From an optimization exercise on the open Yosys and OpenROAD flow, aimed at small area and a short achievable clock period; shortcuts taken in it are not production practice.
The RTL was checked by simulation tests, not by an equivalence proof against the original design.
Power figures rest on the tool's default switching activity, not on a simulated workload.

[design/flow/run.sh]
#!/bin/bash
# synth_recipe.tcl (not shown) runs the flow's synth.tcl, then flattens the netlist and writes it again
# the make line also repeats each setting of config.mk as NAME=value (left out here)
make -C /OpenROAD-flow-scripts/flow DESIGN_CONFIG=/design/flow/config.mk WORK_HOME=/design/flow/orfs CLKGATE_MAP_FILE= SYNTH_SCRIPT=/design/flow/synth_recipe.tcl finish
[design/flow/design.v]
package spq_pkg;
    localparam int VALUE_W = 32;
    localparam int PRIO_W  = 8;
    localparam int OCC_W   = 5;
    localparam int STAT_W  = 2;
    typedef enum logic {
        KIND_INSERT = 1'b0,
        KIND_REMOVE = 1'b1
    } t_kind;
    typedef enum logic [STAT_W-1:0] {
        ST_DONE  = 2'd0,
        ST_FULL  = 2'd1,
        ST_EMPTY = 2'd2
    } t_status;
    typedef struct packed {
        logic                      kind;
        logic signed [VALUE_W-1:0] item_value;
        logic        [PRIO_W-1:0]  item_priority;
    } t_cmd;
    typedef struct packed {
        logic        [STAT_W-1:0]  status;
        logic signed [VALUE_W-1:0] head_value;
        logic        [PRIO_W-1:0]  head_priority;
        logic        [OCC_W-1:0]   occupancy;
    } t_result;
    typedef struct packed {
        logic signed [VALUE_W-1:0] item_value;
        logic        [PRIO_W-1:0]  item_priority;
    } t_entry;
    typedef struct packed {
        logic ins_en;
        logic rem_en;
    } t_cell_ctl;
endpackage
module spq_cell #(
    parameter int ENTRY_W = 40,
    parameter int PRIO_W  = 8
) (
    input  logic               i_clk,
    input  logic               i_ins_en,
    input  logic               i_rem_en,
    input  logic               i_occ,
    input  logic [ENTRY_W-1:0] i_new,
    input  logic [ENTRY_W-1:0] i_left,
    input  logic [ENTRY_W-1:0] i_right,
    input  logic               i_left_flag,
    output logic               o_flag,
    output logic [ENTRY_W-1:0] o_entry
);
    logic [ENTRY_W-1:0] r_entry;
    logic [ENTRY_W-1:0] n_entry;
    assign o_flag  = !i_occ || (r_entry[PRIO_W-1:0] < i_new[PRIO_W-1:0]);
    assign o_entry = r_entry;
    always_comb begin
        n_entry = r_entry;
        if (i_rem_en) begin
            n_entry = i_right;
        end else if (i_ins_en && o_flag) begin
            if (i_left_flag) begin
                n_entry = i_left;
            end else begin
                n_entry = i_new;
            end
        end
    end
    always_ff @(posedge i_clk) begin
        r_entry <= n_entry;
    end
endmodule
module sorted_priority_queue #(
    parameter int DEPTH = 16
) (
    input  logic        i_clk,
    input  logic        i_rst_n,
    input  logic        start,
    output logic        busy,
    input  logic [40:0] i_cmd,
    output logic        o_strobe,
    output logic [46:0] o_result
);
    localparam int VALUE_W = spq_pkg::VALUE_W;
    localparam int PRIO_W  = spq_pkg::PRIO_W;
    localparam int OCC_W   = spq_pkg::OCC_W;
    localparam int STAT_W  = spq_pkg::STAT_W;
    localparam int ENTRY_W = VALUE_W + PRIO_W;
    localparam int CNT_W   = $clog2(DEPTH + 1);
    localparam logic [STAT_W-1:0] ST_DONE  = 2'd0;
    localparam logic [STAT_W-1:0] ST_FULL  = 2'd1;
    localparam logic [STAT_W-1:0] ST_EMPTY = 2'd2;
    logic [CNT_W-1:0] r_count;
    logic [CNT_W-1:0] n_count;
    logic             r_busy;
    logic             r_strobe;
    logic [46:0]      r_result;
    logic [STAT_W-1:0]  n_status;
    logic [VALUE_W-1:0] n_head_value;
    logic [PRIO_W-1:0]  n_head_priority;
    logic             w_accept;
    logic             w_full;
    logic             w_empty;
    logic             w_kind;
    logic             w_ins_en;
    logic             w_rem_en;
    logic [ENTRY_W-1:0]            w_new;
    logic [DEPTH-1:0][ENTRY_W-1:0] w_entry;
    logic [DEPTH-1:0]              w_flag;
    logic [DEPTH-1:0]              w_occ;
    logic [CNT_W+OCC_W-1:0]        w_occ_ext;
    assign busy     = r_busy;
    assign o_strobe = r_strobe;
    assign o_result = r_result;
    assign w_kind   = i_cmd[40];
    assign w_new    = i_cmd[ENTRY_W-1:0];
    assign w_accept = start && !r_busy;
    assign w_full   = (r_count == CNT_W'(DEPTH));
    assign w_empty  = (r_count == '0);
    assign w_ins_en = w_accept && (w_kind == spq_pkg::KIND_INSERT) && !w_full;
    assign w_rem_en = w_accept && (w_kind == spq_pkg::KIND_REMOVE) && !w_empty;
    for (genvar gi = 0; gi < DEPTH; gi++) begin : g_cell
        logic [ENTRY_W-1:0] w_left;
        logic [ENTRY_W-1:0] w_right;
        logic               w_lflag;
        assign w_occ[gi] = (r_count > CNT_W'(gi));
        if (gi == 0) begin : g_head
            assign w_left  = w_new;
            assign w_lflag = 1'b0;
        end else begin : g_body
            assign w_left  = w_entry[gi-1];
            assign w_lflag = w_flag[gi-1];
        end
        if (gi == DEPTH - 1) begin : g_tail
            assign w_right = '0;
        end else begin : g_inner
            assign w_right = w_entry[gi+1];
        end
        spq_cell #(
            .ENTRY_W (ENTRY_W),
            .PRIO_W  (PRIO_W)
        ) u_cell (
            .i_clk       (i_clk),
            .i_ins_en    (w_ins_en),
            .i_rem_en    (w_rem_en),
            .i_occ       (w_occ[gi]),
            .i_new       (w_new),
            .i_left      (w_left),
            .i_right     (w_right),
            .i_left_flag (w_lflag),
            .o_flag      (w_flag[gi]),
            .o_entry     (w_entry[gi])
        );
    end
    always_comb begin
        n_count = r_count;
        if (w_ins_en) begin
            n_count = r_count + CNT_W'(1);
        end else if (w_rem_en) begin
            n_count = r_count - CNT_W'(1);
        end
    end
    assign w_occ_ext = {{OCC_W{1'b0}}, n_count};
    always_comb begin
        n_status        = ST_DONE;
        n_head_value    = '0;
        n_head_priority = '0;
        if (w_kind == spq_pkg::KIND_INSERT) begin
            n_status = w_full ? ST_FULL : ST_DONE;
        end else if (w_empty) begin
            n_status = ST_EMPTY;
        end else begin
            n_status        = ST_DONE;
            n_head_value    = w_entry[0][ENTRY_W-1:PRIO_W];
            n_head_priority = w_entry[0][PRIO_W-1:0];
        end
    end
    always_ff @(posedge i_clk) begin
        if (!i_rst_n) begin
            r_count  <= '0;
            r_busy   <= 1'b1;
            r_strobe <= 1'b0;
        end else begin
            r_count  <= n_count;
            r_busy   <= 1'b0;
            r_strobe <= w_accept;
        end
    end
    always_ff @(posedge i_clk) begin
        if (w_accept) begin
            r_result <= {n_status, n_head_value, n_head_priority,
                         w_occ_ext[OCC_W-1:0]};
        end
    end
endmodule
[design/flow/constraint.sdc]
create_clock -name core_clock -period 3.2 [get_ports {i_clk}]
set_input_delay 0.6400 -clock core_clock [delete_from_list [all_inputs] [get_ports {i_clk}]]
set_output_delay 0.6400 -clock core_clock [all_outputs]
set_load 0.01 [all_outputs]
[design/flow/config.mk]
export PLATFORM = sky130hd
export DESIGN_NAME = sorted_priority_queue
export DESIGN_NICKNAME = sorted_priority_queue
export VERILOG_FILES = /design/flow/design.v
export SDC_FILE = /design/flow/constraint.sdc
export NUM_CORES = 4
export LEC_CHECK = 0
export CAP_MARGIN = 20
export CORE_MARGIN = 2
export CORE_UTILIZATION = 40
export SLEW_MARGIN = 20
==> results.txt <==
==> how the worst max path moves through the flow <==
stage,from,to,slack (ns),cells after the start
final,i_cmd[2],g_cell[13].u_cell.r_entry[26],0.13,10
after global routing,i_cmd[2],g_cell[12].u_cell.r_entry[8],0.02,10
after CTS,i_cmd[2],g_cell[8].u_cell.r_entry[12],0.20,9
after detailed placement,i_cmd[2],g_cell[8].u_cell.r_entry[13],-0.49,9
after global placement,i_cmd[5],g_cell[12].u_cell.r_entry[11],-0.45,12
after floorplan,i_cmd[1],g_cell[8].u_cell.r_entry[0],-0.29,10
==> state kept, by name, summed over array words and instances, names as in the netlist <==
name / cells
r_count: 5
r_strobe: 1
r_result: 47
r_busy: 1
g_cell.u_cell.r_entry: 640
==> cell families after synthesis <==
logic type      synth area share [%]
buf+inv                        4.857
compound gates                 20.28
mux                            7.347
fa+ha+maj                      3.870
simple gates                   10.18
flops                          53.40
xor+xnor                     0.06889
==> through the flow <==
stage | cell area (um^2) | std cells | power, uW
after detailed placement | 42980 | 4817 | 17150
after global placement | 42980 | 4817 | 17050
final | 45580 | 4968 | 26310
after CTS | 45580 | 4968 | 26430
after floorplan | 38720 | 3545 | 14980
after global routing | 45580 | 4968 | 27330
==> layout by cell type, fill, tap and decap left out, types with 5 or more instances in the layout <==
master,n
edfxtp_1,647
nand2_1,556
mux2i_1,280
o21ai_0,251
a221o_1,241
a21oi_1,192
buf_4,186
nor2_1,160
ha_1,104
buf_12,101
o21ai_1,100
clkdlybuf4s50_1,92
clkbuf_16,83
nor2b_1,66
inv_1,48
a21o_1,47
dfxtp_1,47
nand3_1,46
and2_1,45
a22oi_1,42
a2111oi_0,41
o22ai_1,41
a21oi_2,41
o311a_2,40
clkbuf_1,22
o21ai_4,18
ha_4,13
clkinv_1,12
clkinv_2,12
clkinvlp_4,10
o21a_1,9
nor3_1,9
nand2b_1,8
clkbuf_8,8
nand2_4,7
a211oi_1,6
and2_2,6
a211o_1,5
nand4_1,5
==> cell type report <==
cell class	count	area share, %
sequential	694	44.69
multi-input combinational	2423	36.10
timing repair buffer	379	9.521
clock buffer	113	4.980
tap	1265	3.473
clock inverter	38	0.7083
inverter	56	0.5271
==> worst max-delay path: stages <==
cell and delay [ns]:
clkdlybuf4s50_1 0.61, clkinvlp_4 0.27, ha_1 0.35, nand2_1 0.04
o21ai_0 0.33, a31oi_1 0.22, o21ai_4 0.35, buf_12 0.26
nor2_1 0.07, a221o_1 0.27
==> power by group through the flow <==
| stage | logic [uW] | clock network [uW] | registers, uW |
|---|---|---|---|
| 2_1_floorplan | 3290 | 0 | 11700 |
| 3_5_place_dp | 5300 | 0 | 11900 |
| 6_report | 5360 | 9270 | 11700 |
| 4_1_cts | 5330 | 9430 | 11700 |
| 5_1_grt | 5800 | 9750 | 11800 |
| 3_3_place_gp | 5200 | 0 | 11900 |
==> metal layers <==
layer	vias to the layer above	track usage [%]	part of all wire, %
met3	251	3.407	6.5
met4	0	9.145	3.6
met1	14958	34.89	45
li1	13544	-	-
met2	1193	39.23	45
met5	-	0	0
==> results.txt <==
- Flop pwr share: 44.4%
- Finish-stage setup viols: 0
- Number of buffers created by CTS: 83
- Fin nets: around 3,800
- Io pins: between 90 and 100
- Worst skew pair latency: ~0.68 ns
- Final hold slack: 0.5323 ns
- CTS Buffer Depth: 3
- Vias: 29,946
- Largest net degree at the start of global routing: 72
- Hold crit path type: reg -> reg
- Worst-path clk slew: 0.06 ns
- Status: timing/DRC/antenna clean
- Hold Vio Cnt, Final: 0
- Vias/cell: between 6 and 7
- NetSw: slightly below 8000 uW
- Crit path launch type: primary input
- DRT iter0 DRCs: 3,071
- Wire per inst: 24.95 um
- Cell with the most instances after synthesis: edfxtp_1
- RSZ-0062 raised after global routing: false
- Top cells by count, synth: edfxtp_1 (647), nand2_1 (566), mux2i_1 (280)
- Congestion Overflow GR: 0
- Sequential-to-total area share from yosys stat: 53.40%
- Crit end category: flop
- Async S/R FF share, synth: 0%
- Arr. time, crit path: approximately 3.5 ns
- Worst Clk Skew: 0.03249 ns
- Sink Count: around 690
- Setup bufs post-CTS: 0
- Finished Core Util: 48.11%
- Die span in x: between 300 and 400 um
- Overall Global Routing Usage: 24.84%
- R2R Path Start: r_count[0]
- Pint: 18,520 uW
- R2r endpoint: g_cell[15].u_cell.r_entry[27]
- Number of synthesized register bits: 694
- Worst hold stages: 1
- Max_slew headroom: 42.05%
- Routed wire length: ~120,000 um
- Crit path kind: in -> reg
- Reg2reg setup slack: roughly 0.36 ns
- Combinational power share: 20.4%
- Fin crit period: 3.073 ns
- FP Rows: 113
- Post-route setup slack: 0.1267 ns
- Worst Max-Slew Pin Slew: 0.8675 ns
- Yosys cell types: 52
- Worst VDD drop: 0.0004158 V
- Post-synth top area share: about half
- Crit Path Max Fanout: 38
- Drt pass-1 iters: 5
- Fill cell count: 8,650
- I/O Buffers: slightly above 90
- Core ar.: 0.09473 mm^2
- Syn_nets: 3,707
- Crit share post-route: 96.04%
- Area of the multi-input gates: 0.01645 mm^2
- Antenna cells: 0
- Min-Delay Endpoint: r_result[42]
- Post-CTS sizing: 0
- Layout cells sized above 1: 15.12%
- Pre-CTS WS: -0.4931 ns
- FF+latch area: ~0.020 mm^2
- Setup TNS: 0 ns
- HP Start: g_cell[0].u_cell.r_entry[37]
- Clock power frac: 35.2%
- Leak: ~0.018 uW
- DRC: 0
- Die height: 312.8 um
- Max-Cap Viols: 0
- Vias in the first global route: around 29,000
- GPL Wtd Cong: 0.8661
- DP HPWL: 83,050 um
- Dominant synthesized flop cell: edfxtp_1
- Full die area: 0.09786 mm^2
- Gate count of the mapped netlist: 3,545
- Top post-synthesis cells by area: edfxtp_1 (51%), mux2i_1 (7.3%), a221o_1 (6.3%)
- Worst R2R Path Depth: 8
- First-pass GRT wire length: between 150,000 and 200,000 um
- # H-tree levels: 3
- Syn Std Cell Area: 0.03815 mm^2
- P per Cell Area: 577.2 mW/mm^2
- Initial antenna violation count: 0
- CTS root buffer: clkbuf_16
- Fmax: 325.4 MHz
- Area added between synthesis and finish: 19.47%
- Top cell type by total area after synthesis: edfxtp_1
- Sw Share: 29.59%
- CTS tree: done
- Final count of pins violating max slew: 0
- Avg Synthesized Cell Area: 10.76 um^2
- Worst path required time: 3.60 ns
- Yosys warns: 2
- CTS hold repair buffers: 0
- ANT nets after route: 0
- EDFF count, synth: 647
- Initial core utilization: 40.27%

## separate check: timing with driven ports
The results above use ideal ports. As a check the final layout listed here was re-extracted and re-timed, cells and wires unchanged.
Step 1, drivers: a clkbuf_16 drives i_clk and a buf_2 each remaining input, both assumed.
Step 2 also shifts input and output timing later by t, the mid clock arrival at the registers, as if the neighbouring blocks saw the same clock.
a / b / c = ideal ports / drivers / drivers and shift; a / b = the first two.
t, ns: 0.730
slack for setup (ns): 0.127 / 0.173 / -0.557
worst slew at a driven data input, ns: 0.13
With both steps, setup timing fails in this run, where it was met with ideal ports. For this run, drivers alone change the setup slack by +0.046 ns; drivers and shift together by -0.684 ns.
